Context: an optimization exercise on an open-source flow, tuned for small area. The choices shown serve that exercise and are no tape-out recipe.
RTL that was checked went through simulation tests only; none was proved equivalent to the original.
No functional check of the RTL was part of runs 2 to 4.
Power and IR drop assume default switching activity.

`flow/config.mk`:
```
export PLATFORM = sky130hd
export DESIGN_NAME = board_top
export DESIGN_NICKNAME = board_top
export VERILOG_FILES = /design/flow/design.v
export SDC_FILE = /design/flow/constraint.sdc
export NUM_CORES = 4
export LEC_CHECK = 0
export CAP_MARGIN = 20
export CORE_MARGIN = 2
export CORE_UTILIZATION = 40
export SLEW_MARGIN = 20
```
`flow/constraint.sdc`:
```
create_clock -name core_clock -period 6.0 [get_ports {clock_in}]
set_input_delay 1.2000 -clock core_clock [delete_from_list [all_inputs] [get_ports {clock_in}]]
set_output_delay 1.2000 -clock core_clock [all_outputs]
set_load 0.01 [all_outputs]
```
`flow/design.v`:
```
package board_pkg;
    localparam int BOARD_CELLS = 81;
    localparam int BOARD_BITS = 162;
    localparam int FRAME_BITS = 164;
    localparam int BIT_CYCLES = 8;
    localparam int DEBOUNCE_CYCLES = 16;
    typedef logic [1:0] cell_t;
    typedef logic [BOARD_BITS-1:0] board_t;
    typedef logic [6:0] cell_index_t;
    typedef logic [15:0] wb_data_t;
    typedef logic [7:0] wb_addr_t;
    localparam cell_t CELL_EMPTY = 2'd0;
    localparam cell_t CELL_X = 2'd1;
    localparam cell_t CELL_O = 2'd2;
    localparam wb_addr_t ADR_CLEAR = 8'hFE;
    localparam wb_addr_t ADR_STATUS = 8'hFF;
    typedef struct packed {
        logic     cyc;
        logic     stb;
        logic     we;
        wb_addr_t adr;
        wb_data_t dat_w;
    } wb_req_t;
    typedef struct packed {
        logic     ack;
        wb_data_t dat_r;
    } wb_rsp_t;
    typedef enum logic [2:0] {
        ST_IDLE,
        ST_CHECK,
        ST_PLACE,
        ST_LOAD,
        ST_CLEAR,
        ST_ACK
    } game_state_t;
endpackage
`timescale 1ns/1ps
module debounce (
    input  logic clock_in,
    input  logic reset_in,
    input  logic noisy,
    output logic rise
);
    logic sample;
    logic [$clog2(board_pkg::DEBOUNCE_CYCLES+1)-1:0] stable_cnt;
    logic clean;
    logic clean_prev;
    always_ff @(posedge clock_in) begin
        if (reset_in) begin
            sample <= 1'b0;
            stable_cnt <= '0;
            clean <= 1'b0;
            clean_prev <= 1'b0;
        end else begin
            clean_prev <= clean;
            if (noisy != sample) begin
                sample <= noisy;
                stable_cnt <= '0;
            end else if (stable_cnt == board_pkg::DEBOUNCE_CYCLES) begin
                clean <= sample;
            end else begin
                stable_cnt <= stable_cnt + 1'b1;
            end
        end
    end
    assign rise = clean && !clean_prev;
endmodule
`timescale 1ns/1ps
module bit_timer (
    input  logic        clock_in,
    input  logic        restart,
    input  logic        run,
    output logic [10:0] pos
);
    always_ff @(posedge clock_in) begin
        if (restart) begin
            pos <= '0;
        end else if (run) begin
            pos <= pos + 11'd1;
        end
    end
endmodule
`timescale 1ns/1ps
module board_link_tx (
    input  logic              clock_in,
    input  logic              reset_in,
    input  logic              send,
    input  board_pkg::board_t board,
    output logic              line
);
    logic        active;
    logic        start;
    logic [10:0] pos;
    logic        last;
    board_pkg::board_t tx_data;
    logic [board_pkg::FRAME_BITS-1:0] frame;
    assign start = send && !active;
    assign last = pos == 11'((board_pkg::FRAME_BITS - 1) * board_pkg::BIT_CYCLES
                             + board_pkg::BIT_CYCLES - 1);
    bit_timer tx_timer (
        .clock_in (clock_in),
        .restart  (start),
        .run      (active),
        .pos      (pos)
    );
    always_ff @(posedge clock_in) begin
        if (reset_in) begin
            active <= 1'b0;
        end else if (start) begin
            active <= 1'b1;
        end else if (last) begin
            active <= 1'b0;
        end
    end
    always_ff @(posedge clock_in) begin
        if (start) begin
            tx_data <= board;
        end
    end
    assign frame = {1'b1, tx_data, 1'b0};
    assign line = !active || frame[pos[10:3]];
endmodule
`timescale 1ns/1ps
module board_link_rx (
    input  logic              clock_in,
    input  logic              reset_in,
    input  logic              line,
    output logic              rx_valid,
    output board_pkg::board_t rx_board
);
    logic sync1;
    logic sync2;
    logic line_prev;
    logic receiving;
    logic start_edge;
    logic mid;
    logic first;
    logic stop;
    logic [10:0] pos;
    assign start_edge = !receiving && line_prev && !sync2;
    assign mid = receiving && pos[2:0] == 3'(board_pkg::BIT_CYCLES / 2 - 1);
    assign first = pos[10:3] == 8'd0;
    assign stop = pos[10:3] == 8'(board_pkg::FRAME_BITS - 1);
    bit_timer rx_timer (
        .clock_in (clock_in),
        .restart  (start_edge),
        .run      (receiving),
        .pos      (pos)
    );
    always_ff @(posedge clock_in) begin
        if (reset_in) begin
            sync1 <= 1'b1;
            sync2 <= 1'b1;
            line_prev <= 1'b1;
            receiving <= 1'b0;
            rx_valid <= 1'b0;
        end else begin
            sync1 <= line;
            sync2 <= sync1;
            line_prev <= sync2;
            rx_valid <= 1'b0;
            if (start_edge) begin
                receiving <= 1'b1;
            end else if (mid) begin
                if (first && sync2) begin
                    receiving <= 1'b0;
                end
                if (stop) begin
                    receiving <= 1'b0;
                    rx_valid <= sync2;
                end
            end
        end
    end
    always_ff @(posedge clock_in) begin
        if (mid && !first && !stop) begin
            rx_board <= {sync2, rx_board[board_pkg::BOARD_BITS-1:1]};
        end
    end
endmodule
`timescale 1ns/1ps
module game_fsm (
    input  logic                 clock_in,
    input  logic                 reset_in,
    input  board_pkg::wb_req_t   wb_req,
    output board_pkg::wb_rsp_t   wb_rsp,
    input  logic                 follow,
    input  logic                 rx_valid,
    input  board_pkg::board_t    rx_board,
    output board_pkg::board_t    board
);
    board_pkg::game_state_t state;
    logic       player;
    logic [7:0] illegal_cnt;
    logic       rx_pend;
    logic                   bus_start;
    board_pkg::cell_t       cells [board_pkg::BOARD_CELLS];
    board_pkg::cell_t       req_cell;
    logic                   req_in_board;
    logic                   req_status;
    assign bus_start = wb_req.cyc && wb_req.stb;
    assign req_in_board = wb_req.adr < board_pkg::wb_addr_t'(board_pkg::BOARD_CELLS);
    assign req_status = !wb_req.we && wb_req.adr == board_pkg::ADR_STATUS;
    always_comb begin
        for (int i = 0; i < board_pkg::BOARD_CELLS; i++) begin
            cells[i] = board[2*i +: 2];
        end
    end
    assign req_cell = cells[wb_req.adr[6:0]];
    board_pkg::cell_t rd_cell;
    logic             rd_status;
    always_comb begin
        wb_rsp.ack = (state == board_pkg::ST_ACK);
        wb_rsp.dat_r = '0;
        wb_rsp.dat_r[1:0] = rd_cell;
        if (rd_status) begin
            wb_rsp.dat_r[15:8] = illegal_cnt;
            wb_rsp.dat_r[0] = player;
        end
    end
    always_ff @(posedge clock_in) begin
        if (state == board_pkg::ST_IDLE && bus_start) begin
            rd_cell <= '0;
            rd_status <= 1'b0;
        end else if (state == board_pkg::ST_CHECK && !wb_req.we) begin
            if (req_in_board) begin
                rd_cell <= req_cell;
            end
            rd_status <= req_status;
        end
    end
    always_ff @(posedge clock_in) begin
        if (reset_in) begin
            state <= board_pkg::ST_IDLE;
            player <= 1'b0;
            illegal_cnt <= '0;
            rx_pend <= 1'b0;
            board <= '0;
        end else begin
            case (state)
                board_pkg::ST_IDLE: begin
                    if (rx_pend) begin
                        if (follow) begin
                            state <= board_pkg::ST_LOAD;
                        end else begin
                            rx_pend <= 1'b0;
                        end
                    end else if (bus_start) begin
                        if (wb_req.we && wb_req.adr == board_pkg::ADR_CLEAR) begin
                            state <= board_pkg::ST_CLEAR;
                        end else begin
                            state <= board_pkg::ST_CHECK;
                        end
                    end
                end
                board_pkg::ST_CHECK: begin
                    if (wb_req.we && req_in_board && req_cell == board_pkg::CELL_EMPTY) begin
                        state <= board_pkg::ST_PLACE;
                    end else begin
                        if (wb_req.we && illegal_cnt != 8'hFF) begin
                            illegal_cnt <= illegal_cnt + 8'd1;
                        end
                        state <= board_pkg::ST_ACK;
                    end
                end
                board_pkg::ST_PLACE: begin
                    board[2*wb_req.adr[6:0] +: 2] <= player ? board_pkg::CELL_O : board_pkg::CELL_X;
                    player <= !player;
                    state <= board_pkg::ST_ACK;
                end
                board_pkg::ST_LOAD: begin
                    board <= rx_board;
                    rx_pend <= 1'b0;
                    state <= board_pkg::ST_IDLE;
                end
                board_pkg::ST_CLEAR: begin
                    board <= '0;
                    player <= 1'b0;
                    state <= board_pkg::ST_ACK;
                end
                default: begin
                    state <= board_pkg::ST_IDLE;
                end
            endcase
            if (rx_valid) begin
                rx_pend <= 1'b1;
            end
        end
    end
endmodule
`timescale 1ns/1ps
module board_top (
    input  logic               clock_in,
    input  logic               reset_in,
    input  board_pkg::wb_req_t wb_req,
    output board_pkg::wb_rsp_t wb_rsp,
    input  logic               button,
    input  logic               follow,
    input  logic               link_rx,
    output logic               link_tx
);
    logic btn_rise;
    board_pkg::board_t board;
    logic              rx_valid;
    board_pkg::board_t rx_board;
    debounce btn_db (
        .clock_in (clock_in),
        .reset_in (reset_in),
        .noisy    (button),
        .rise     (btn_rise)
    );
    game_fsm game (
        .clock_in (clock_in),
        .reset_in (reset_in),
        .wb_req   (wb_req),
        .wb_rsp   (wb_rsp),
        .follow   (follow),
        .rx_valid (rx_valid),
        .rx_board (rx_board),
        .board    (board)
    );
    board_link_tx link_out (
        .clock_in (clock_in),
        .reset_in (reset_in),
        .send     (btn_rise),
        .board    (board),
        .line     (link_tx)
    );
    board_link_rx link_in (
        .clock_in (clock_in),
        .reset_in (reset_in),
        .line     (link_rx),
        .rx_valid (rx_valid),
        .rx_board (rx_board)
    );
endmodule
```
`flow/run.sh`:
```
#!/bin/bash
# synth_recipe.tcl (not shown) runs the flow's synth.tcl, then flattens the netlist and writes it again
# the make line also repeats each setting of config.mk as NAME=value (left out here)
make -C /OpenROAD-flow-scripts/flow DESIGN_CONFIG=/design/flow/config.mk WORK_HOME=/design/flow/orfs CLKGATE_MAP_FILE= SYNTH_SCRIPT=/design/flow/synth_recipe.tcl finish
```
==> results of run 1 <==
==> power groups by stage <==
stage	combinational (mW)	clock [mW]	sequential [mW]
finish	0.657	3.47	4.09
CTS	0.639	3.53	4.08
detailed placement	0.636	0	4.16
floorplan	0.430	0	4.10
global route	0.704	3.67	4.09
global placement	0.624	0	4.16
==> sequential cells by signal (all words and copies together), names as in the netlist, 2 cells and up <==
name / count
link_in.rx_board: 162
link_out.tx_data: 162
game.rd_cell: 2
btn_db.stable_cnt: 5
game.state: 3
game.illegal_cnt: 8
link_in.rx_timer.pos: 11
link_out.tx_timer.pos: 11
game.board: 162
==> worst max-delay path, cell delays in order, from the launching register on <==
cell and delay, ns:
dfxtp_4 0.64, buf_12 0.32, mux4_2 0.56, mux4_2 0.50
mux2_2 0.37, nand2_1 0.10, o21ai_0 0.07, o21ai_0 0.22
o211ai_1 0.13, clkdlybuf4s50_1 0.51
==> logic make-up (layout without fill, tap and decap cells) <==
kind of cell             Yosys count  count (layout)  share of synthesized area (%)
XOR/XNOR                          23              23                         0.8070
multiplexers                     108             108                          6.902
flip-flops                       538             538                          56.14
adder cells (fa/ha/maj)           12              12                         0.6015
other                              1              12                        0.01502
buffers and inverters            240             236                          4.286
AO/OA/AOI/OAI                    606             606                          16.01
AND/OR/NAND/NOR                  790             790                          15.24
==> layout by cell type (no fill, tap or decap), types with 12 or more instances in the layout <==
cell type / netlist / final
edfxtp_1: 324 / 324
nor2_1: 277 / 274
dfxtp_1: 214 / 210
a21oi_1: 176 / 173
nor3_1: 151 / 148
o21ai_0: 125 / 125
nand3_1: 117 / 117
nand2_1: 99 / 98
a211oi_1: 82 / 82
a221oi_1: 78 / 78
buf_4: 13 / 59
clkbuf_16: 0 / 57
mux4_2: 49 / 49
mux2i_1: 42 / 42
inv_1: 35 / 35
o211ai_1: 29 / 29
clkdlybuf4s50_1: 0 / 24
and3_1: 23 / 20
nand4_1: 17 / 17
a22oi_1: 16 / 16
clkbuf_1: 133 / 16
nor2b_1: 15 / 15
mux2_2: 13 / 13
xor2_1: 13 / 13
a311oi_1: 13 / 13
ha_1: 12 / 12
==> final timing paths <==
check | slack [ns] | start | end | cells after the start
min reg2reg | 0.41 | link_in.sync1 | link_in.sync2 | 1
min | 0.41 | link_in.sync1 | link_in.sync2 | 1
max reg2reg | 2.85 | game.board[91] | game.illegal_cnt[3] | 9
max | 0.73 | link_out.tx_timer.pos[3] | link_tx | 9
==> cells in the mapped netlist (6+ instances only) <==
library cell / number / area (sq um)
edfxtp_1: 324 / 9729
nor2_1: 277 / 1040
dfxtp_1: 214 / 4284
a21oi_1: 176 / 880.8
nor3_1: 151 / 755.7
clkbuf_1: 133 / 499.2
o21ai_0: 125 / 625.6
nand3_1: 117 / 585.6
nand2_1: 99 / 371.6
a211oi_1: 82 / 615.6
a221oi_1: 78 / 683.2
mux4_2: 49 / 1104
mux2i_1: 42 / 420.4
buf_2: 36 / 180.2
inv_1: 35 / 131.4
o211ai_1: 29 / 217.7
and3_1: 23 / 143.9
nand4_1: 17 / 106.4
a22oi_1: 16 / 120.1
nor2b_1: 15 / 93.84
a311oi_1: 13 / 113.9
buf_4: 13 / 97.59
mux2_2: 13 / 146.4
xor2_1: 13 / 113.9
ha_1: 12 / 150.1
and2_1: 11 / 68.82
buf_1: 11 / 41.29
buf_6: 10 / 112.6
xnor2_1: 10 / 87.58
a31oi_1: 9 / 56.30
nand3b_1: 9 / 67.56
nand2b_1: 8 / 50.05
nor4_1: 7 / 43.79
or2_2: 7 / 43.79
or3_1: 7 / 43.79
a22o_1: 6 / 52.55
o22ai_1: 6 / 37.54
==> metrics by stage <==
stage / instances / power [mW] / util, % / area (sq um) / hold slack (ns)
2_1_floorplan: 2323 / 4.532 / - / 24990 / 0.3895
3_3_place_gp: 3050 / 4.782 / 42.19 / 26040 / 0.4025
3_5_place_dp: 3050 / 4.800 / 42.19 / 26040 / 0.3958
4_1_cts: 3156 / 8.249 / 45.12 / 27840 / 0.4100
5_1_grt: 3156 / 8.464 / 45.13 / 27850 / 0.4381
6_report: 3162 / 8.217 / 45.16 / 27870 / 0.4081
==> layer usage <==
layer | routed length, um | vias to the layer above | track usage [%]
met4 | 2913 | 0 | 9.294
met2 | 37630 | 1028 | 39.22
li1 | - | 8727 | -
met3 | 7635 | 183 | 5.685
met1 | 36090 | 9977 | 36.71
met5 | 0 | - | 0
==> area by class of cell <==
| cell class | instances | area (sq um) |
|---|---|---|
| diodes | 6 | 15.01 |
| clock buffers | 79 | 1569 |
| clock inverters | 27 | 236.5 |
| fillers | 5715 | 33850 |
| inverters | 37 | 143.9 |
| multi-input cells | 1545 | 9987 |
| flip-flops and latches | 538 | 14020 |
| well taps | 837 | 1047 |
| repair buffers | 93 | 844.6 |
==> impl_metrics.csv, run 1 <==
group,metric,value,unit
timing,setup_viol,0,
synthesis,synth-seq-cells,538,
cts,numCtsBuffers,56,
cts,clk_latency,0.63,ns
route,antenna_left,0,
die,rows,91,
route,firstDrtPassIters,7,
setup_path,path_class,"reg2out",
synthesis,ys.flop_type,"edfxtp_1",
timing,fin_crit,5.270,ns
die,start_util,40.45,%
synthesis,ys_seq_area_share,56.14,%
cts,cts_tree,"done",
timing,worst_slack,0.7297,ns
placement,routabilityCongestion,0.9197,
grt,grt_pass1_wl,125000,um
synthesis,synth_edf_count,324,
cts,cts_resized,0,
cts,path_clk_slew,0.07,ns
die,dieWidth,253.8,um
timing,rsz0062_at_grt,"false",
hold_path,hp-class,"reg2reg",
synthesis,ys_types,92,
timing,slew_viol_final,0,
power,comb_power_share,8.0,%
timing,fin_crit_sh,87.84,%
power,p_seq_share,49.7,%
timing,worstMarginPinSlew,1.167,ns
die,die_y,253.8,um
timing,fin_setup_tns,0,ns
cts,root_buffer,"clkbuf_16",
power,leakage,8.418,nW
die,fp.dieArea,64420,sq um
finish,num-nets-final,2315,
cts,cts_buffer_depth,3,
cts,cts_setup_buffers,0,
timing,skew,0.02192,ns
synthesis,synth_area,24960,sq um
power,worst_ir_drop_vdd,0.2383,mV
cts,cts_sinks,538,
grt,antenna_found_initial,2,
finish,drive_gt1_share,11.38,%
route,vias_per_cell,6.298,
placement,place_ws,0.7866,ns
timing,hold_viol,0,
setup_path,critPathCaptureType,"output port",
power,p_switching,2.051,mW
synthesis,avgSynthCellArea,10.77,sq um
grt,gr-usage-all-layers,25.97,%
setup_path,start_kind,"flop",
grt,gr-total-overflow,0,
job,drv.max_cap_violation_count,0,
route,drc,0,
power,p_int,6.166,mW
route,drt_wl_total,84270,um
timing,max_slew_margin,22.10,%
placement,hpwl,52450,um
timing,max_freq,0.1897,GHz
power,clock_power_share,42.3,%
setup_path,required,4.80,ns
placement,port_buffers,27,
cts,hold_buffers,0,
grt,grt_max_degree,163,
power,p_per_area,294.9,nW/um^2
grt,first_global_vias,18794,
route,wire_per_inst,26.65,um
route,dr_total_vias,19915,
synthesis,synthArstFlopShare,0,%
setup_path,critPathMaxFanout,28,
cts,htreeDepth,2,
power,switching_share,24.96,%
die,coreArea,61710,sq um
finish,synthToLayoutAreaGrowth,11.63,%
synthesis,syn_inst,2318,
synthesis,yosysWarnings,6,
setup_path,cp_data_arrival_time,4.07,ns
run_status,status,"no timing/DRC/antenna violations",
die,io_pins,50,
route,drtIter0Drc,2590,
==> inputs of run 2 (changes only) <==
--- a/flow/design.v
+++ b/flow/design.v
@@ -120,3 +120,25 @@
     assign frame = {1'b1, tx_data, 1'b0};
-    assign line = !active || frame[pos[10:3]];
+    logic [7:0]  bit_lo;
+    logic [20:0] bit_hi;
+    logic [20:0] grp_bit;
+    logic        bit_val;
+    always_comb begin
+        for (int k = 0; k < 8; k++) begin
+            bit_lo[k] = pos[5:3] == 3'(k);
+        end
+        for (int m = 0; m < 21; m++) begin
+            bit_hi[m] = pos[10:6] == 5'(m);
+        end
+        bit_val = 1'b0;
+        for (int m = 0; m < 21; m++) begin
+            grp_bit[m] = 1'b0;
+            for (int k = 0; k < 8; k++) begin
+                if (8*m + k < board_pkg::FRAME_BITS) begin
+                    grp_bit[m] = grp_bit[m] | (bit_lo[k] & frame[8*m+k]);
+                end
+            end
+            bit_val = bit_val | (bit_hi[m] & grp_bit[m]);
+        end
+    end
+    assign line = !active || bit_val;
 endmodule
@@ -196,3 +218,2 @@
     logic                   bus_start;
-    board_pkg::cell_t       cells [board_pkg::BOARD_CELLS];
     board_pkg::cell_t       req_cell;
@@ -203,8 +224,27 @@
     assign req_status = !wb_req.we && wb_req.adr == board_pkg::ADR_STATUS;
+    logic [7:0]  adr_lo;
+    logic [10:0] adr_hi;
     always_comb begin
-        for (int i = 0; i < board_pkg::BOARD_CELLS; i++) begin
-            cells[i] = board[2*i +: 2];
+        for (int k = 0; k < 8; k++) begin
+            adr_lo[k] = wb_req.adr[2:0] == 3'(k);
+        end
+        for (int m = 0; m < 11; m++) begin
+            adr_hi[m] = wb_req.adr[6:3] == 4'(m);
+        end
+    end
+    logic [1:0] grp_cell [11];
+    always_comb begin
+        for (int m = 0; m < 11; m++) begin
+            grp_cell[m] = '0;
+            for (int k = 0; k < 8; k++) begin
+                if (8*m + k < board_pkg::BOARD_CELLS) begin
+                    grp_cell[m] = grp_cell[m] | ({2{adr_lo[k]}} & board[2*(8*m+k) +: 2]);
+                end
+            end
+        end
+        req_cell = '0;
+        for (int m = 0; m < 11; m++) begin
+            req_cell = req_cell | ({2{adr_hi[m]}} & grp_cell[m]);
         end
     end
-    assign req_cell = cells[wb_req.adr[6:0]];
     board_pkg::cell_t rd_cell;
@@ -231,2 +271,31 @@
     end
+    logic       st_place;
+    logic       st_load;
+    logic       st_clear;
+    logic       b_hold;
+    logic       b_load;
+    logic [1:0] mark;
+    logic [1:0] put_hi [11];
+    board_pkg::board_t board_next;
+    assign st_place = state == board_pkg::ST_PLACE;
+    assign st_load = state == board_pkg::ST_LOAD;
+    assign st_clear = state == board_pkg::ST_CLEAR;
+    assign b_hold = !reset_in && !st_load && !st_clear;
+    assign b_load = !reset_in && st_load;
+    assign mark = {player, !player} & {2{!reset_in && st_place}};
+    always_comb begin
+        for (int m = 0; m < 11; m++) begin
+            put_hi[m] = mark & {2{adr_hi[m]}};
+        end
+        for (int j = 0; j < board_pkg::BOARD_CELLS; j++) begin
+            for (int b = 0; b < 2; b++) begin
+                board_next[2*j+b] = (rx_board[2*j+b] & b_load)
+                                  | (board[2*j+b] & b_hold)
+                                  | (adr_lo[j % 8] & put_hi[j / 8][b]);
+            end
+        end
+    end
+    always_ff @(posedge clock_in) begin
+        board <= board_next;
+    end
     always_ff @(posedge clock_in) begin
@@ -237,3 +306,2 @@
             rx_pend <= 1'b0;
-            board <= '0;
         end else begin
@@ -266,3 +334,2 @@
                 board_pkg::ST_PLACE: begin
-                    board[2*wb_req.adr[6:0] +: 2] <= player ? board_pkg::CELL_O : board_pkg::CELL_X;
                     player <= !player;
@@ -271,3 +338,2 @@
                 board_pkg::ST_LOAD: begin
-                    board <= rx_board;
                     rx_pend <= 1'b0;
@@ -276,3 +342,2 @@
                 board_pkg::ST_CLEAR: begin
-                    board <= '0;
                     player <= 1'b0;
--- a/flow/config.mk
+++ b/flow/config.mk
@@ -10,2 +10,3 @@
 export CORE_UTILIZATION = 40
+export CTS_BUF_LIST = sky130_fd_sc_hd__clkbuf_4
 export SLEW_MARGIN = 20
==> run 2 against run 1 <==
Against the previous run:
- critical endpoint unchanged
- cell count decreased by 23%
- sequential power decreased by 5%
- worst setup slack got worse by 0.43 ns
- non-clock buffer count decreased by 35
- clock skew increased by 0.044 ns
- synthesized area decreased by 15%
- first-iteration DRC count decreased by 18%
- register-to-register slack got worse by 0.17 ns
- still clean on timing, DRC and antenna
- largest power group unchanged
- power decreased by 8.9%
==> impl_metrics.csv, run 2 <==
group,metric,value,unit
power,p_per_area,310.8,nW/um^2
route,drc,0,
timing,rsz0062_at_grt,"false",
setup_path,cp_data_arrival_time,4.50,ns
route,top_layer,"met4",
setup_path,required,4.80,ns
synthesis,yosysWarnings,7,
die,coreArea,52450,sq um
route,firstDrtPassIters,10,
job,drv.max_cap_violation_count,0,
grt,grt_max_degree,163,
timing,hold_viol,0,
die,fp.dieArea,54810,sq um
cts,cts_tree,"done",
setup_path,critPathMaxFanout,20,
die,io_pins,50,
timing,worstMarginPinSlew,1.110,ns
route,wire_per_inst,24.11,um
cts,cts_buffer_depth,3,
timing,max_freq,0.1753,GHz
die,start_util,40.39,%
finish,utilization,45.90,%
setup_path,critPathCaptureType,"output port",
cts,hold_buffers,0,
synthesis,synth.largest_area_cell,"edfxtp_1",
synthesis,syn_inst,1553,
run_status,status,"no timing/DRC/antenna violations",
synthesis,synthArstFlopShare,0,%
route,wl_met1,24750,um
finish,reg.largest.list,"game.board (162), link_in.rx_board (162), link_out.tx_data (162)",
synthesis,synth_commonest_cells,"324 x edfxtp_1, 214 x dfxtp_1, 174 x inv_1",
grt,grt_pass1_wl,88270,um
route,drtIter0Drc,2131,
cts,root_buffer,"clkbuf_4",
timing,slew_viol_final,0,
cts,cts_sinks,538,
route,dr_total_vias,14454,
die,rows,84,
finish,synthToLayoutAreaGrowth,13.65,%
grt,gr-total-overflow,0,
synthesis,synth_area_leaders,"edfxtp_1 46%, dfxtp_1 20%, a222oi_1 7.6%",
timing,setup_viol,0,
route,drt_wl_total,58970,um
synthesis,synth_edf_count,324,
cts,path_clk_slew,0.06,ns
die,die_y,234.1,um
synthesis,synth-seq-cells,538,
power,worst_ir_drop_vdd,0.1834,mV
route,route.met3.wl,6276,um
setup_path,start_kind,"flop",
placement,routabilityCongestion,0.8924,
timing,max_slew_margin,25.80,%
grt,first_global_vias,14138,
timing,fin_setup_tns,0,ns
placement,port_buffers,27,
synthesis,synth_area,21180,sq um
synthesis,synthAdderAreaFrac,0.3544,%
synthesis,ys.flop_type,"edfxtp_1",
timing,skew,0.06597,ns
synthesis,synth_simple_gate_area_share,7.171,%
synthesis,yosysMostFrequentCell,"edfxtp_1",
finish,num-nets-final,1679,
synthesis,synth_top_family_by_area,"compound AO/OA/AOI/OAI gates",
finish,drive_gt1_share,19.87,%
synthesis,ys_seq_area_share,66.15,%
setup_path,path_class,"reg2out",
cts,numCtsBuffers,139,
finish,layout_commonest_cell,"edfxtp_1",
synthesis,synth_xor_area_share,0.6202,%
hold_path,hp-class,"reg2reg",
route,antenna_left,0,
grt,antenna_found_initial,1,
grt,gr-usage-all-layers,21.62,%
synthesis,ys_types,80,
route,vias_per_cell,5.909,
die,dieWidth,234.1,um
route,wl_met2,26360,um
placement,hpwl,35380,um
cts,htreeDepth,4,
cts,clk_latency,0.87,ns
synthesis,synth_compound_area_share,13.12,%
synthesis,netlist.area_leader.share,45.93,%
finish,mostFrequentLayoutCells,"324 x edfxtp_1, 216 x clkbuf_4, 212 x dfxtp_1",
timing,fin_crit,5.705,ns
power,leakage,8.609,nW
synthesis,avgSynthCellArea,13.64,sq um
timing,fin_crit_sh,95.08,%
synthesis,muxShareOfSynthArea,7.023,%
-- run 2: cell count changes after synthesis, moves of 46 or more --
cell | before | now
nor2_1 | 277 | 79
a222oi_1 | 1 | 161
a21oi_1 | 176 | 33
inv_1 | 35 | 174
nor3_1 | 151 | 13
o21ai_0 | 125 | 21
nand3_1 | 117 | 27
a211oi_1 | 82 | 2
nand2_1 | 99 | 44
clkbuf_1 | 133 | 80
a221oi_1 | 78 | 32
-- run 2: path summary, 6_finish.rpt --
path	end	slack (ns)	startpoint	cells after the start
worst max-delay path	link_tx	0.30	link_out.tx_timer.pos[5]	8
worst min-delay path	link_in.sync2	0.41	link_in.sync1	1
worst max register to register	game.illegal_cnt[4]	2.68	game.board[42]	7
worst min register to register	link_in.sync2	0.41	link_in.sync1	1
-- run 2: timing repair --
item	in CTS	in global routing
gates resized for setup	0	1
endpoints found under the setup margin	0	1
buffers inserted	0	0
-- run 2: cells by family (layout without fill, tap and decap cells) --
kind of cell | Yosys count | after routing
AOI/OAI and AO/OA | 322 | 322
and+or+nand+nor | 283 | 283
buffers and inverters | 292 | 490
adders and majority gates | 6 | 6
muxes | 96 | 96
xor gates and xnor gates | 15 | 15
DFF | 538 | 538
other | 1 | 8
-- run 2: critical path, cell delays in order (launching register included) --
cell             delay, ns
dfxtp_2               0.50
buf_4                 0.30
nor2_1                0.63
a221oi_1              0.28
o22a_1                0.30
mux4_2                0.46
o311ai_0              0.29
a221o_1               0.29
clkdlybuf4s50_1       0.57
-- run 2: final cells by class --
cell class / instances / area (sq um)
fill: 4656 / 28370
sequential: 538 / 14020
multi-input combinational: 728 / 6073
inverter: 176 / 671.9
clock buffer: 216 / 1622
clock inverter: 40 / 297.8
antenna: 2 / 5.005
timing repair buffer: 58 / 528.0
tap: 688 / 860.8
-- run 2: where the power goes --
group | switching [mW] | internal, mW
clock network | 1.52 | 1.86
registers | 0.0158 | 3.89
logic | 0.142 | 0.0628
-- run 2: metal layers --
layer,vias to the layer above,global-route usage [%]
met4,0,8.208
met1,7163,30.26
met5,-,0
met3,98,5.885
met2,841,32.01
li1,6352,-
-- run 2: metrics by stage --
step / area (sq um) / power [mW] / instances / setup WS (ns) / hold WS [ns]
after CTS: 24060 / 7.556 / 2444 / 0.1393 / 0.4078
final: 24070 / 7.483 / 2446 / 0.2950 / 0.4097
after detailed placement: 22140 / 4.184 / 2188 / 1.084 / 0.3955
after floorplan: 21210 / 4.106 / 1558 / 0.8692 / 0.3895
after global routing: 24070 / 7.762 / 2446 / 0.1495 / 0.4337
after global placement: 22140 / 4.179 / 2188 / 1.142 / 0.3943
==> inputs of run 3 (changes only) <==
--- a/flow/config.mk
+++ b/flow/config.mk
@@ -10,3 +10,5 @@
 export CORE_UTILIZATION = 40
-export CTS_BUF_LIST = sky130_fd_sc_hd__clkbuf_4
+export CTS_BUF_LIST = sky130_fd_sc_hd__clkbuf_16
+export CTS_CLUSTER_DIAMETER = 70
+export CTS_CLUSTER_SIZE = 20
 export SLEW_MARGIN = 20
==> run 3 against run 2 <==
Against the previous run:
- global-route usage is 0.70 points lower
- clock skew is 0.031 ns lower
- first-iteration DRC count is 2.2% higher
- die area stayed put
- count of clock-buffer cells in the layout is 181 lower
- synthesized cell count stayed put
- largest cell class unchanged
- critical path type unchanged
- largest power group unchanged
- non-clock buffer count stayed put
==> impl_metrics.csv, run 3 <==
group,metric,value,unit
die,start_util,40.39,%
finish,reg.largest.list,"game.board (162), link_in.rx_board (162), link_out.tx_data (162)",
finish,num-nets-final,1574,
timing,fin_setup_tns,0,ns
route,antenna_left,0,
finish,fillers,4661,
cts,numCtsBuffers,34,
timing,max_freq,0.1808,GHz
placement,port_buffers,27,
finish,layout_commonest_cell,"edfxtp_1",
synthesis,avgSynthCellArea,13.64,sq um
grt,first_global_vias,13055,
power,p_per_area,280.3,nW/um^2
timing,worst_slack,0.4676,ns
route,drt_wl_total,57170,um
placement,place_area,22140,sq um
timing,fin_crit,5.532,ns
cts,cts_buffer_depth,3,
timing,max_slew_margin,26.92,%
finish,mostFrequentLayoutCells,"324 x edfxtp_1, 212 x dfxtp_1, 191 x inv_1",
cts,hold_buffers,0,
route,dr_total_vias,13666,
synthesis,synth_area_leaders,"edfxtp_1 46%, dfxtp_1 20%, a222oi_1 7.6%",
grt,gr-total-overflow,0,
route,drc,0,
die,dieWidth,234.1,um
synthesis,synth_commonest_cells,"324 x edfxtp_1, 214 x dfxtp_1, 174 x inv_1",
finish,final_area,23200,sq um
synthesis,yosysWarnings,7,
timing,fin_crit_sh,92.21,%
placement,place_ws,1.084,ns
placement,routabilityCongestion,0.8924,
die,io_pins,50,
finish,utilization,44.23,%
synthesis,ys_types,80,
finish,num_antenna_cells,0,
timing,skew,0.03488,ns
cts,cts_setup_buffers,0,
cts,clk_latency,0.57,ns
timing,worstMarginPinSlew,1.093,ns
synthesis,synth_edf_count,324,
run_status,status,"no timing/DRC/antenna violations",
route,firstDrtPassIters,8,
job,drv.max_cap_violation_count,0,
timing,fin_hold_ws,0.4141,ns
grt,grt_pass1_wl,85610,um
power,leakage,8.042,nW
setup_path,critPathCaptureType,"output port",
timing,hold_viol,0,
grt,grt_max_degree,163,
die,fp.dieArea,54810,sq um
route,vias_per_cell,6.076,
route,drtIter0Drc,2177,
synthesis,synth_area,21180,sq um
finish,finalNonFillerCells,2249,
finish,synthToLayoutAreaGrowth,9.516,%
die,die_y,234.1,um
timing,slew_viol_final,0,
synthesis,syn_inst,1553,
setup_path,start_kind,"flop",
cts,cts_resized,0,
synthesis,synth-seq-cells,538,
route,wire_per_inst,25.42,um
synthesis,ys.flop_type,"edfxtp_1",
grt,antenna_found_initial,0,
hold_path,hp-class,"reg2reg",
grt,gr-usage-all-layers,20.92,%
setup_path,required,4.80,ns
setup_path,path_class,"reg2out",
setup_path,reg2reg_setup_slack,2.74,ns
synthesis,synth.largest_area_cell,"edfxtp_1",
power,worst_ir_drop_vdd,0.1834,mV
placement,hpwl,35380,um
finish,drive_gt1_share,10.25,%
placement,dp_cells,2188,
setup_path,critPathMaxFanout,28,
synthesis,netlist.area_leader.share,45.93,%
cts,htreeDepth,2,
power,finalPower,6.503,mW
cts,root_buffer,"clkbuf_16",
die,rows,84,
cts,cts_sinks,538,
timing,setup_viol,0,
die,coreArea,52450,sq um
cts,cts_tree,"done",
synthesis,ys_seq_area_share,66.15,%
timing,rsz0062_at_grt,"false",
cts,path_clk_slew,0.08,ns
setup_path,cp_data_arrival_time,4.33,ns
synthesis,yosysMostFrequentCell,"edfxtp_1",
synthesis,synthArstFlopShare,0,%
-- run 3: cell counts after synthesis --
No cell type changed its count.
-- run 3: final timing paths --
check                                              start  cells past startpoint                   to
worst max-delay path            link_out.tx_timer.pos[4]                      7              link_tx
worst min-delay path                       link_in.sync1                      1        link_in.sync2
worst max register to register            game.board[42]                      7  game.illegal_cnt[4]
worst min register to register             link_in.sync1                      1        link_in.sync2
-- run 3: area by class of cell --
| cell class | count | area (sq um) | area share (%) |
|---|---|---|---|
| repair buffers | 58 | 528.0 | 2.276 |
| clock buffers | 35 | 875.8 | 3.775 |
| inverters | 176 | 668.1 | 2.880 |
| multi-input cells | 728 | 6073 | 26.18 |
| clock inverters | 26 | 176.4 | 0.7605 |
| well taps | 688 | 860.8 | 3.711 |
| flip-flops and latches | 538 | 14020 | 60.42 |
-- run 3: cell families after synthesis --
family                   share of synthesized area [%]
AO/OA/AOI/OAI                                    13.12
AND/OR/NAND/NOR                                  7.171
XOR/XNOR                                        0.6202
other                                          0.01770
multiplexers                                     7.023
adder cells (fa/ha/maj)                         0.3544
buffers and inverters                            5.535
flip-flops                                       66.15
-- run 3: report_power, final --
| group | internal [mW] | switching [mW] |
|---|---|---|
| Sequential | 3.88 | 0.0158 |
| Clock | 1.16 | 1.24 |
| Combinational | 0.0628 | 0.141 |
-- run 3: worst max-delay path, stage by stage (launching register included) --
cell and delay, ns:
dfxtp_2 0.93, clkinv_1 0.73, a221oi_1 0.59, o22a_1 0.24
mux4_2 0.23, o311ai_0 0.11, a221o_1 0.41, clkdlybuf4s50_1 0.51
-- run 3: routing by layer --
metal  up-vias  GRT usage, %  share of wire [%]
met3        81         4.073                9.6
met1      6869         30.38                 43
met4         0         6.665                2.7
li1       6011             -                  -
met5         -             0                  0
met2       705         31.54                 45
==> inputs of run 4 (changes only) <==
--- a/flow/config.mk
+++ b/flow/config.mk
@@ -7,8 +7,8 @@
 export LEC_CHECK = 0
-export CAP_MARGIN = 20
+export CAP_MARGIN = 5
 export CORE_MARGIN = 2
 export CORE_UTILIZATION = 40
-export CTS_BUF_LIST = sky130_fd_sc_hd__clkbuf_16
+export CTS_BUF_LIST = sky130_fd_sc_hd__clkbuf_8
 export CTS_CLUSTER_DIAMETER = 70
-export CTS_CLUSTER_SIZE = 20
-export SLEW_MARGIN = 20
+export CTS_CLUSTER_SIZE = 12
+export SLEW_MARGIN = 5
==> run 4 against run 3 <==
Against the previous run:
- still clean
- synthesized cell count unchanged
- core utilization shrank 0.35 points
- cell count grew 1.2%
- clock power down 15%
- final area down 0.79%
- non-clock buffer count did not move
- count of clock-buffer cells in the layout grew 17
- global-route usage up 0.19 points
- via count is 1.5% higher
- flip-flop and latch count is the same
==> impl_metrics.csv, run 4 <==
group,metric,value,unit
cts,cts_resized,0,
power,p_int,4.752,mW
finish,reg.largest.list,"game.board (162), link_in.rx_board (162), link_out.tx_data (162)",
finish,mostFrequentLayoutCells,"324 x edfxtp_1, 212 x dfxtp_1, 206 x inv_1",
timing,max_slew_margin,24.00,%
job,drv.max_cap_violation_count,0,
synthesis,synth_edf_count,324,
route,wire_per_inst,25.40,um
setup_path,critPathCaptureType,"output port",
placement,port_buffers,27,
setup_path,worstPathCellList,"clkinv_1 -> a221oi_1 -> o22a_1 -> mux4_2 -> o311ai_0 -> a221o_1 -> clkdlybuf4s50_1",
setup_path,path_class,"reg2out",
timing,hold_viol,0,
setup_path,crit_slowest_cell,"dfxtp_2",
finish,finalNonFillerCells,2277,
run_status,status,"no timing/DRC/antenna violations",
hold_path,whs_endpoint,"link_in.sync2",
die,coreArea,52450,sq um
setup_path,r2r-start,"game.board[42]",
cts,cts_tree,"done",
die,rows,84,
setup_path,cp_data_arrival_time,4.45,ns
timing,skew,0.07079,ns
placement,dp_cells,2188,
timing,worstMarginPinSlew,1.140,ns
synthesis,synth-seq-cells,538,
synthesis,ys_types,80,
cts,root_buffer,"clkbuf_8",
cts,htreeDepth,2,
placement,hpwl,35380,um
setup_path,crit_family,"compound AO/OA/AOI/OAI gates",
setup_path,worst-path-buf-inv,2,
synthesis,netlist.area_leader.share,45.93,%
timing,fin_hold_ws,0.4111,ns
synthesis,ys.flop_type,"edfxtp_1",
setup_path,critPathMaxFanout,28,
finish,synthToLayoutAreaGrowth,8.647,%
power,switching_share,22.74,%
die,die_y,234.1,um
setup_path,start_kind,"flop",
finish,final_area,23010,sq um
synthesis,synth_area,21180,sq um
cts,numCtsBuffers,51,
power,leakage,8.019,nW
synthesis,yosysMostFrequentCell,"edfxtp_1",
setup_path,r2r-end,"game.state[0]",
route,drt_wl_total,57840,um
grt,gr-usage-all-layers,21.11,%
power,p_switching,1.399,mW
grt,antenna_found_initial,0,
power,comb_power_share,3.3,%
timing,setup_viol,0,
placement,routabilityCongestion,0.8924,
placement,place_area,22140,sq um
die,io_pins,50,
timing,worst_slack,0.3519,ns
setup_path,slowest_delay,0.93,ns
synthesis,synth_commonest_cells,"324 x edfxtp_1, 214 x dfxtp_1, 174 x inv_1",
timing,rsz0062_at_grt,"false",
die,fp.dieArea,54810,sq um
synthesis,synthArstFlopShare,0,%
grt,first_global_vias,13363,
synthesis,avgSynthCellArea,13.64,sq um
route,antenna_left,0,
power,p_per_area,267.2,nW/um^2
finish,drive_gt1_share,10.89,%
timing,slew_viol_final,0,
power,worst_ir_drop_vdd,0.1336,mV
hold_path,hp-class,"reg2reg",
grt,gr-total-overflow,0,
placement,place_ws,1.084,ns
die,start_util,40.39,%
cts,hold_buffers,0,
synthesis,synth_area_leaders,"edfxtp_1 46%, dfxtp_1 20%, a222oi_1 7.6%",
grt,grt_pass1_wl,86480,um
timing,fin_crit,5.648,ns
synthesis,synth.largest_area_cell,"edfxtp_1",
finish,layout_commonest_cell,"edfxtp_1",
power,p_seq_share,63.4,%
finish,num-nets-final,1591,
die,dieWidth,234.1,um
route,firstDrtPassIters,9,
route,drc,0,
timing,max_freq,0.1771,GHz
synthesis,ys_seq_area_share,66.15,%
route,vias_per_cell,6.090,
setup_path,reg2reg_setup_slack,2.72,ns
cts,path_clk_slew,0.09,ns
power,clock_power_share,33.3,%
grt,grt_max_degree,163,
cts,cts_sinks,538,
timing,fin_crit_sh,94.13,%
setup_path,worst_r2r_path_depth,7,
cts,cts_setup_buffers,0,
finish,fillers,4699,
route,drtIter0Drc,2169,
setup_path,required,4.80,ns
synthesis,syn_inst,1553,
synthesis,yosysWarnings,7,
cts,cts_buffer_depth,3,
hold_path,hp-start,"link_in.sync1",
route,dr_total_vias,13868,
hold_path,holdPathStages,1,
cts,clk_latency,0.68,ns
timing,fin_setup_tns,0,ns
run 4: cell families (layout without fill, tap and decap cells):
kind of cell | Yosys count | after routing | share of synthesized area, %
XOR/XNOR | 15 | 15 | 0.6202
other | 1 | 7 | 0.01770
AO/OA/AOI/OAI | 322 | 322 | 13.12
multiplexers | 96 | 96 | 7.023
buffers and inverters | 292 | 322 | 5.535
flip-flops | 538 | 538 | 66.15
AND/OR/NAND/NOR | 283 | 283 | 7.171
adder cells (fa/ha/maj) | 6 | 6 | 0.3544
run 4: how the worst max path moves through the flow:
stage,endpoint,startpoint,depth (start not counted),slack (ns)
after floorplan,link_in.rx_board[0],link_in.rx_timer.pos[0],4,0.87
after global placement,link_tx,link_out.tx_timer.pos[4],8,1.14
after detailed placement,link_tx,link_out.tx_timer.pos[4],8,1.08
after CTS,link_tx,link_out.tx_timer.pos[4],8,0.35
after global routing,link_tx,link_out.tx_timer.pos[4],8,0.20
final,link_tx,link_out.tx_timer.pos[4],7,0.35
run 4: metal layers:
layer	vias to the layer above	track usage, %	share of wire, %
li1	6043	-	-
met1	6995	29.96	43
met2	722	31.87	45
met3	108	5.338	9.6
met4	0	6.388	2.9
met5	-	0	0
run 4: layout make-up:
class                   instances  area [sq um]  area share, %
clock inverters                36         152.6         0.6633
repair buffers                 58         528.0          2.294
well taps                     688         860.8          3.740
clock buffers                  52         715.7          3.110
multi-input cells             728          6073          26.39
inverters                     176         665.6          2.892
flip-flops and latches        538         14020          60.90
diodes                          1         2.502        0.01087
run 4: power by group through the flow:
stage,combinational (mW),sequential (mW),clock [mW]
finish,0.205,3.90,2.05
global route,0.219,3.90,2.23
CTS,0.201,3.90,2.10
detailed placement,0.201,3.98,0
global placement,0.197,3.98,0
floorplan,0.131,3.98,0
run 4: stage by stage:
| step | utilization [%] | total power, mW |
|---|---|---|
| 6_report | 43.88 | 6.151 |
| 5_1_grt | 43.88 | 6.349 |
| 4_1_cts | 43.88 | 6.199 |
| 3_5_place_dp | 42.22 | 4.184 |
| 3_3_place_gp | 42.22 | 4.179 |
| 2_1_floorplan | - | 4.106 |
==> inputs of run 5 (changes only) <==
--- a/flow/design.v
+++ b/flow/design.v
@@ -82,2 +82,35 @@
 endmodule
+module aoi222 (
+    input  logic a1, a2, b1, b2, c1, c2,
+    output logic y
+);
+    assign y = !((a1 && a2) || (b1 && b2) || (c1 && c2));
+endmodule
+module aoi22 (
+    input  logic a1, a2, b1, b2,
+    output logic y
+);
+    assign y = !((a1 && a2) || (b1 && b2));
+endmodule
+module sel_onehot #(
+    parameter int N = 8
+) (
+    input  logic [N-1:0] sel,
+    input  logic [N-1:0] d,
+    output logic         y
+);
+    localparam int NG = (N + 2) / 3;
+    logic [NG-1:0] g;
+    for (genvar i = 0; i < NG; i++) begin : grp
+        if (3*i + 2 < N) begin : three
+            aoi222 u (.a1(sel[3*i]), .a2(d[3*i]), .b1(sel[3*i+1]), .b2(d[3*i+1]),
+                      .c1(sel[3*i+2]), .c2(d[3*i+2]), .y(g[i]));
+        end else if (3*i + 1 < N) begin : two
+            aoi22 u (.a1(sel[3*i]), .a2(d[3*i]), .b1(sel[3*i+1]), .b2(d[3*i+1]), .y(g[i]));
+        end else begin : one
+            assign g[i] = !(sel[3*i] && d[3*i]);
+        end
+    end
+    assign y = !(&g);
+endmodule
 `timescale 1ns/1ps
@@ -131,13 +164,13 @@
         end
-        bit_val = 1'b0;
-        for (int m = 0; m < 21; m++) begin
-            grp_bit[m] = 1'b0;
-            for (int k = 0; k < 8; k++) begin
-                if (8*m + k < board_pkg::FRAME_BITS) begin
-                    grp_bit[m] = grp_bit[m] | (bit_lo[k] & frame[8*m+k]);
-                end
-            end
-            bit_val = bit_val | (bit_hi[m] & grp_bit[m]);
-        end
     end
+    for (genvar m = 0; m < 20; m++) begin : grp
+        sel_onehot #(.N(8)) u_sel (.sel(bit_lo), .d(frame[8*m +: 8]), .y(grp_bit[m]));
+    end
+    sel_onehot #(.N(4)) u_sel_last (.sel(bit_lo[3:0]), .d(frame[163:160]), .y(grp_bit[20]));
+    logic [6:0] top_g;
+    for (genvar i = 0; i < 7; i++) begin : top
+        aoi222 u (.a1(bit_hi[3*i]), .a2(grp_bit[3*i]), .b1(bit_hi[3*i+1]), .b2(grp_bit[3*i+1]),
+                  .c1(bit_hi[3*i+2]), .c2(grp_bit[3*i+2]), .y(top_g[i]));
+    end
+    assign bit_val = !(&top_g);
     assign line = !active || bit_val;
@@ -234,9 +267,10 @@
     end
-    logic [1:0] grp_cell [11];
+    logic [15:0] grp_bits [11];
+    logic [1:0]  grp_cell [11];
     always_comb begin
         for (int m = 0; m < 11; m++) begin
-            grp_cell[m] = '0;
+            grp_bits[m] = '0;
             for (int k = 0; k < 8; k++) begin
                 if (8*m + k < board_pkg::BOARD_CELLS) begin
-                    grp_cell[m] = grp_cell[m] | ({2{adr_lo[k]}} & board[2*(8*m+k) +: 2]);
+                    grp_bits[m][2*k +: 2] = board[2*(8*m+k) +: 2];
                 end
@@ -244,6 +278,19 @@
         end
-        req_cell = '0;
-        for (int m = 0; m < 11; m++) begin
-            req_cell = req_cell | ({2{adr_hi[m]}} & grp_cell[m]);
+    end
+    for (genvar m = 0; m < 10; m++) begin : rd_grp
+        for (genvar b = 0; b < 2; b++) begin : rd_bit
+            logic [7:0] d;
+            for (genvar k = 0; k < 8; k++) begin : rd_cell
+                assign d[k] = grp_bits[m][2*k+b];
+            end
+            sel_onehot #(.N(8)) u_sel (.sel(adr_lo), .d(d), .y(grp_cell[m][b]));
+        end
+    end
+    assign grp_cell[10] = {2{adr_lo[0]}} & board[161:160];
+    for (genvar b = 0; b < 2; b++) begin : rd_top
+        logic [10:0] d;
+        for (genvar m = 0; m < 11; m++) begin : rd_cell
+            assign d[m] = grp_cell[m][b];
         end
+        sel_onehot #(.N(11)) u_sel (.sel(adr_hi), .d(d), .y(req_cell[b]));
     end
--- a/flow/config.mk
+++ b/flow/config.mk
@@ -14 +14,3 @@
 export SLEW_MARGIN = 5
+export SYNTH_HIERARCHICAL = 1
+export SYNTH_MINIMUM_KEEP_SIZE = 0
==> run 5 against run 4 <==
Against the previous run:
- clock skew decreased by 0.037 ns
- combinational power up 3%
- largest cell class unchanged
- non-clock buffer count is 8 higher
- critical path depth unchanged
- count of clock-buffer cells in the layout decreased by 2
- worst setup slack gained 0.43 ns
- cell count shrank 2.8%
- flip-flop and latch count unchanged
- largest power group unchanged
- still clean
- final area fell by 3.6%
- highest routed layer unchanged
- synthesized cell count is 6.6% lower
- register-to-register slack gained 0.23 ns
==> impl_metrics.csv, run 5 <==
group,metric,value,unit
finish,drive_gt1_share,11.17,%
power,p_switching,1.416,mW
die,fp.dieArea,52190,sq um
setup_path,cp_data_arrival_time,4.02,ns
cts,numCtsBuffers,50,
timing,fin_crit,5.223,ns
placement,routabilityCongestion,0.8209,
synthesis,yosysWarnings,17,
route,wire_per_inst,24.62,um
cts,cts_buffer_depth,3,
finish,synthToLayoutAreaGrowth,10.12,%
die,start_util,40.33,%
setup_path,slowest_delay,0.59,ns
cts,hold_buffers,0,
synthesis,ys_seq_area_share,69.54,%
grt,antenna_found_initial,1,
cts,cts_setup_buffers,0,
die,die_y,228.4,um
timing,rsz0062_at_grt,"false",
timing,setup_viol,0,
synthesis,yosysMostFrequentCell,"edfxtp_1",
setup_path,critPathMostFrequentCell,"a222oi_1",
timing,hold_viol,0,
grt,gr-usage-all-layers,20.55,%
grt,gr-total-overflow,0,
synthesis,synth_area_leaders,"edfxtp_1 48%, dfxtp_1 21%, a22oi_1 5.7%",
route,vias_per_cell,6.051,
setup_path,worstPathCellList,"and3b_2 -> a222oi_1 -> nand3_1 -> a222oi_1 -> nand4_1 -> or2_2 -> clkdlybuf4s50_1",
route,firstDrtPassIters,9,
setup_path,critPathMaxFanout,22,
route,dr_total_vias,13391,
hold_path,hp-class,"reg2reg",
power,p_per_area,277.3,nW/um^2
setup_path,critPathCaptureType,"output port",
power,comb_power_share,3.4,%
cts,cts_resized,0,
setup_path,required,4.80,ns
synthesis,synth_edf_count,324,
timing,max_slew_margin,25.17,%
die,dieWidth,228.4,um
route,drt_wl_total,54490,um
power,switching_share,23.02,%
timing,skew,0.03370,ns
die,coreArea,49970,sq um
synthesis,synthArstFlopShare,0,%
synthesis,synth.largest_area_cell,"edfxtp_1",
finish,layout_commonest_cell,"edfxtp_1",
synthesis,syn_inst,1450,
power,p_int,4.737,mW
synthesis,synth_area,20150,sq um
grt,grt_pass1_wl,81860,um
route,antenna_left,0,
finish,reg.largest.list,"game.board (162), link_in.rx_board (162), link_out.tx_data (162)",
timing,fin_hold_ws,0.4059,ns
cts,htreeDepth,2,
die,rows,82,
timing,fin_setup_tns,0,ns
timing,fin_crit_sh,87.04,%
synthesis,netlist.area_leader.share,48.28,%
cts,cts_tree,"done",
cts,path_clk_slew,0.09,ns
synthesis,synth_commonest_cells,"324 x edfxtp_1, 214 x dfxtp_1, 152 x a22oi_1",
route,drc,0,
timing,slew_viol_final,0,
finish,mostFrequentLayoutCells,"324 x edfxtp_1, 214 x dfxtp_1, 152 x a22oi_1",
cts,clk_latency,0.66,ns
cts,root_buffer,"clkbuf_8",
timing,worstMarginPinSlew,1.120,ns
route,drtIter0Drc,1961,
power,worst_ir_drop_vdd,0.1623,mV
power,leakage,6.565,nW
placement,port_buffers,27,
placement,dp_cells,2118,
synthesis,ys.flop_type,"edfxtp_1",
power,clock_power_share,32.8,%
job,drv.max_cap_violation_count,0,
finish,num-nets-final,1535,
grt,first_global_vias,12912,
setup_path,crit_slowest_cell,"dfxtp_1",
synthesis,avgSynthCellArea,13.90,sq um
cts,cts_sinks,538,
setup_path,path_class,"reg2out",
placement,hpwl,31540,um
grt,grt_max_degree,163,
timing,max_freq,0.1915,GHz
setup_path,start_kind,"flop",
synthesis,ys_types,65,
run_status,status,"no timing/DRC/antenna violations",
finish,finalNonFillerCells,2213,
synthesis,synth-seq-cells,538,
power,p_seq_share,63.8,%
die,io_pins,50,
run 5: changes by cell type in the layout (fill, tap and decap cells not counted), sizes merged, moves of 8 or more:
cell / change
a221oi: -32
a222oi: -67
a22oi: +179
inv: -145
mux2: -26
mux2i: -24
mux4: -38
nand3: +35
nor2: -14
nor2b: -17
o21ai: +136
o31ai: +8
run 5: power by group through the flow:
stage / Sequential, mW / Combinational, mW / Clock [mW]
final: 3.93 / 0.211 / 2.02
after floorplan: 4.00 / 0.131 / 0
after CTS: 3.93 / 0.208 / 2.07
after detailed placement: 4.01 / 0.208 / 0
after global placement: 4.01 / 0.201 / 0
after global routing: 3.93 / 0.228 / 2.22
run 5: cell type report:
class	count	area, sq um
clock inverter	44	177.7
antenna	1	2.502
tap	672	840.8
multi-input combinational	820	5784
clock buffer	50	688.2
sequential	538	14010
inverter	22	82.58
fill	4514	27780
timing repair buffer	66	600.6
run 5: kinds of logic (layout without fill, tap and decap cells):
group / Yosys count / in the layout / share of synthesized area, %
xor+xnor: 18 / 18 / 0.7824
compound gates: 510 / 510 / 19.21
buf+inv: 97 / 182 / 2.223
simple gates: 271 / 271 / 7.463
fa+ha+maj: 5 / 5 / 0.3105
flops: 538 / 538 / 69.54
other cells: 3 / 9 / 0.05588
mux: 8 / 8 / 0.4160
run 5: path summary, 6_finish.rpt:
path                                                from                   to  slack (ns)  cells past startpoint
worst min register to register             link_in.sync1        link_in.sync2        0.41                      1
worst max register to register             game.board[0]  game.illegal_cnt[1]        2.95                      8
worst max-delay path            link_out.tx_timer.pos[5]              link_tx        0.78                      7
worst min-delay path                       link_in.sync1        link_in.sync2        0.41                      1
run 5: per-module statistics from Yosys, one instance, submodules excluded, a selection:
module | cells inside | times used | area, sq um
game_fsm | 728 | 1 | 6835
debounce | 35 | 1 | 347.8
bit_timer | 55 | 2 | 513.0
aoi22 | 1 | 42 | 12.51
board_link_tx | 214 | 1 | 5167
board_link_rx | 184 | 1 | 5085
aoi222 | 1 | 94 | 10.01
run 5: critical path: cells and delay by family (launching register included):
| family | cells | cell delay, ns |
|---|---|---|
| AND/OR/NAND/NOR | 4 | 1.42 |
| buffers and inverters | 1 | 0.50 |
| AO/OA/AOI/OAI | 2 | 0.85 |
| flip-flops | 1 | 0.59 |
run 5: per-layer routing:
metal | vias up | global-route usage (%) | routed length (um) | part of all wire (%)
li1 | 5967 | - | - | -
met5 | - | 0 | 0 | 0
met3 | 110 | 5.127 | 5558 | 10
met1 | 6705 | 28.63 | 22760 | 42
met2 | 609 | 31.32 | 24460 | 45
met4 | 0 | 7.108 | 1700 | 3.1
run 5: stage by stage:
stage	util, %	cell area (sq um)	total power, mW	worst slack [ns]
floorplan	-	20180	4.131	0.3472
global placement	42.67	21320	4.211	0.6837
detailed placement	42.67	21320	4.219	0.5898
CTS	44.41	22190	6.205	0.7525
global route	44.41	22190	6.376	0.6158
finish	44.41	22190	6.153	0.7773
==> inputs of run 6 (changes only) <==
==> flow/flow/run.sh (new file) <==
#!/bin/bash
# The standard layout, with two changes to how it is built:
# - the clock tree uses clkbuf_8 leaf buffers over clusters of up to 16
#   registers and no dummy loads;
# - the port buffers are the smallest buffer (every port still gets one).
set -e
export CTS_ARGS="-sink_clustering_enable -repair_clock_nets -buf_list sky130_fd_sc_hd__clkbuf_8 -sink_clustering_size 16 -sink_clustering_max_diameter 60 -dont_use_dummy_load"
export BUFFER_PORTS_ARGS="-buffer_cell sky130_fd_sc_hd__buf_1"
bash standard.sh > standard.log 2>&1
==> flow/standard.sh (new file) <==
#!/bin/bash
# synth_recipe.tcl (not shown) runs the flow's synth.tcl, then flattens the netlist and writes it again
# the make line also repeats each setting of config.mk as NAME=value (left out here)
make -C /OpenROAD-flow-scripts/flow DESIGN_CONFIG=/design/flow/config.mk WORK_HOME=/design/flow/orfs CLKGATE_MAP_FILE= SYNTH_SCRIPT=/design/flow/synth_recipe.tcl "${@:-finish}"
removed: flow/run.sh
==> run 6 against run 5 <==
Against the previous run:
- via count rose by 0.99%
- largest cell class unchanged
- critical path type unchanged
- core utilization is 0.93 points lower
- still clean on timing, DRC and antenna
- final area is 2.1% lower
- first-iteration DRC count shrank 7.7%
- sequential share of layout area rose by 1.3 points
- cell count fell by 2.4%
- sequential power hardly changed
- flip-flop and latch count unchanged
==> impl_metrics.csv, run 6 <==
group,metric,value,unit
route,vias_per_cell,6.261,
timing,rsz0062_at_grt,"false",
placement,routabilityCongestion,0.7924,
timing,hold_viol,0,
cts,cts_tree,"done",
run_status,status,"no timing/DRC/antenna violations",
timing,slew_viol_final,0,
timing,fin_crit,4.906,ns
finish,mostFrequentLayoutCells,"324 x edfxtp_1, 214 x dfxtp_1, 152 x a22oi_1",
synthesis,syn_inst,1450,
timing,fin_setup_tns,0,ns
die,die_y,228.4,um
synthesis,synth_area_leaders,"edfxtp_1 48%, dfxtp_1 21%, a22oi_1 5.7%",
power,worst_ir_drop_vdd,0.1886,mV
cts,cts_sinks,538,
route,firstDrtPassIters,8,
setup_path,worstPathCellList,"and3b_2 -> a222oi_1 -> nand3_1 -> a222oi_1 -> nand4_1 -> or2_2 -> buf_1",
setup_path,critPathMaxFanout,22,
die,io_pins,50,
power,switching_share,22.18,%
setup_path,slowest_delay,0.58,ns
cts,cts_buffer_depth,3,
finish,drive_gt1_share,10.76,%
job,drv.max_cap_violation_count,0,
grt,grt_max_degree,163,
timing,max_slew_margin,15.98,%
finish,synthToLayoutAreaGrowth,7.824,%
grt,gr-usage-all-layers,20.23,%
grt,grt_pass1_wl,80960,um
setup_path,crit_slowest_cell,"dfxtp_1",
power,leakage,6.212,nW
synthesis,synth_commonest_cells,"324 x edfxtp_1, 214 x dfxtp_1, 152 x a22oi_1",
hold_path,hp-class,"reg2reg",
power,p_per_area,271.4,nW/um^2
cts,path_clk_slew,0.09,ns
grt,first_global_vias,12808,
power,clock_power_share,30.0,%
cts,root_buffer,"clkbuf_8",
cts,clk_latency,0.65,ns
placement,hpwl,31030,um
grt,antenna_found_initial,2,
route,drt_wl_total,53780,um
setup_path,critPathMostFrequentCell,"a222oi_1",
timing,max_freq,0.2039,GHz
synthesis,synth.largest_area_cell,"edfxtp_1",
route,dr_total_vias,13524,
synthesis,synth-seq-cells,538,
power,p_int,4.588,mW
synthesis,synth_edf_count,324,
cts,numCtsBuffers,43,
timing,skew,0.04327,ns
synthesis,synth_area,20150,sq um
die,fp.dieArea,52190,sq um
cts,cts_setup_buffers,0,
die,start_util,40.33,%
setup_path,cp_data_arrival_time,3.71,ns
setup_path,worst-path-buf-inv,1,
timing,setup_viol,0,
die,rows,82,
setup_path,crit_family,"simple AND/OR/NAND/NOR gates",
finish,num-nets-final,1526,
route,drtIter0Drc,1810,
timing,fin_crit_sh,81.76,%
placement,port_buffers,27,
route,antenna_left,0,
synthesis,avgSynthCellArea,13.90,sq um
synthesis,ys_types,65,
synthesis,yosysMostFrequentCell,"edfxtp_1",
setup_path,start_kind,"flop",
route,wl_met1,23060,um
power,p_switching,1.308,mW
route,drc,0,
setup_path,required,4.80,ns
synthesis,ys_seq_area_share,69.54,%
timing,worstMarginPinSlew,1.249,ns
finish,reg.largest.list,"game.board (162), link_in.rx_board (162), link_out.tx_data (162)",
route,route.met3.wl,4397,um
cts,htreeDepth,2,
power,p_seq_share,66.6,%
cts,cts_resized,0,
setup_path,critPathCaptureType,"output port",
grt,gr-total-overflow,0,
finish,layout_commonest_cell,"edfxtp_1",
synthesis,yosysWarnings,17,
synthesis,synthArstFlopShare,0,%
route,wl_met2,24820,um
route,top_layer,"met5",
route,wire_per_inst,24.90,um
power,comb_power_share,3.4,%
timing,fin_hold_ws,0.4185,ns
die,dieWidth,228.4,um
setup_path,path_class,"reg2out",
synthesis,ys.flop_type,"edfxtp_1",
synthesis,netlist.area_leader.share,48.28,%
cts,hold_buffers,0,
die,coreArea,49970,sq um
-- run 6: cell families after synthesis --
| kind of cell | share of synthesized area (%) |
|---|---|
| other cells | 0.05588 |
| simple gates | 7.463 |
| compound gates | 19.21 |
| mux | 0.4160 |
| xor+xnor | 0.7824 |
| flops | 69.54 |
| buf+inv | 2.223 |
| fa+ha+maj | 0.3105 |
-- run 6: final timing paths --
| kind | startpoint | endpoint | slack (ns) | cells past startpoint |
|---|---|---|---|---|
| worst max register to register | btn_db.clean | link_out.tx_data[144] | 3.01 | 3 |
| worst min-delay path | link_in.sync1 | link_in.sync2 | 0.42 | 1 |
| worst max-delay path | link_out.tx_timer.pos[5] | link_tx | 1.09 | 7 |
| worst min register to register | link_in.sync1 | link_in.sync2 | 0.42 | 1 |
-- run 6: power groups by stage --
stage / logic [mW] / registers [mW] / clock network (mW)
final: 0.200 / 3.93 / 1.77
after global routing: 0.217 / 3.93 / 1.95
after CTS: 0.198 / 3.93 / 1.81
after detailed placement: 0.197 / 4.01 / 0
after global placement: 0.192 / 4.01 / 0
after floorplan: 0.131 / 4.00 / 0
-- run 6: layout make-up --
cell class | count | area (sq um)
clock buffers | 43 | 591.8
flip-flops and latches | 538 | 14010
multi-input cells | 820 | 5779
well taps | 672 | 840.8
fillers | 4572 | 28240
repair buffers | 64 | 416.7
diodes | 1 | 2.502
inverters | 22 | 82.58
-- run 6: layer usage --
metal	vias up	track usage, %
met4	2	7.067
met5	-	0
met1	6867	28.32
met2	651	32.16
li1	5918	-
met3	86	3.044
-- run 6: stage by stage --
stage	instance area (sq um)	utilization, %	power [mW]	setup slack, ns	cells
2_1_floorplan	20180	-	4.131	0.3472	1455
3_3_place_gp	21130	42.29	4.203	0.9634	2116
3_5_place_dp	21130	42.29	4.209	0.9113	2116
4_1_cts	21720	43.48	5.933	1.063	2159
5_1_grt	21730	43.48	6.097	1.000	2160
6_report	21730	43.48	5.896	1.094	2160
-- run 6: Yosys stat by module, one instance, submodules excluded, excerpt --
module / flip-flops and latches / cells / copies in the design / area (sq um)
board_link_rx: 167 / 184 / 1 / 5085
bit_timer: 11 / 55 / 2 / 513.0
board_link_tx: 163 / 214 / 1 / 5167
aoi222: 0 / 1 / 94 / 10.01
aoi22: 0 / 1 / 42 / 12.51
debounce: 8 / 35 / 1 / 347.8
game_fsm: 178 / 728 / 1 / 6835

## what the ideal ports hide
The flow's constraints put no driver on any port. The routed layouts listed below were extracted and timed again, unchanged, in two steps.
Step 1, drivers: a clkbuf_16 drives clock_in and a buf_2 each remaining input, both assumed.
Step 2, shift: input delay + t, output delay - t, t = (earliest + latest rising clock arrival at the registers) / 2. This alone moves slack from input paths to output paths.
Three values: ideal, step 1, step 2; two values: the first two.
run | t (ns) | setup slack, ns | hold slack, ns | worst setup path at the end | pins driven straight from the clock port
run 1 | 0.678 | 0.730 / 0.672 / 0.604 | 0.408 / 0.408 / 0.408 | input to register | 1
run 2 | 0.885 | 0.295 / 0.243 / 1.111 | 0.410 / 0.410 / 0.410 | input to register | 1
run 3 | 0.611 | 0.468 / 0.413 / 1.024 | 0.414 / 0.414 / 0.414 | register to output | 1
run 4 | 0.700 | 0.352 / 0.300 / 0.999 | 0.411 / 0.411 / 0.411 | register to output | 1
run 5 | 0.703 | 0.777 / 0.721 / 0.505 | 0.406 / 0.406 / 0.406 | input to register | 1
run 6 | 0.684 | 1.094 / 1.038 / 0.674 | 0.418 / 0.418 / 0.418 | input to register | 1
After both steps every run listed still meets setup and hold. For run 6, which loses most, drivers alone change the setup slack by -0.056 ns; drivers and shift together by -0.420 ns.
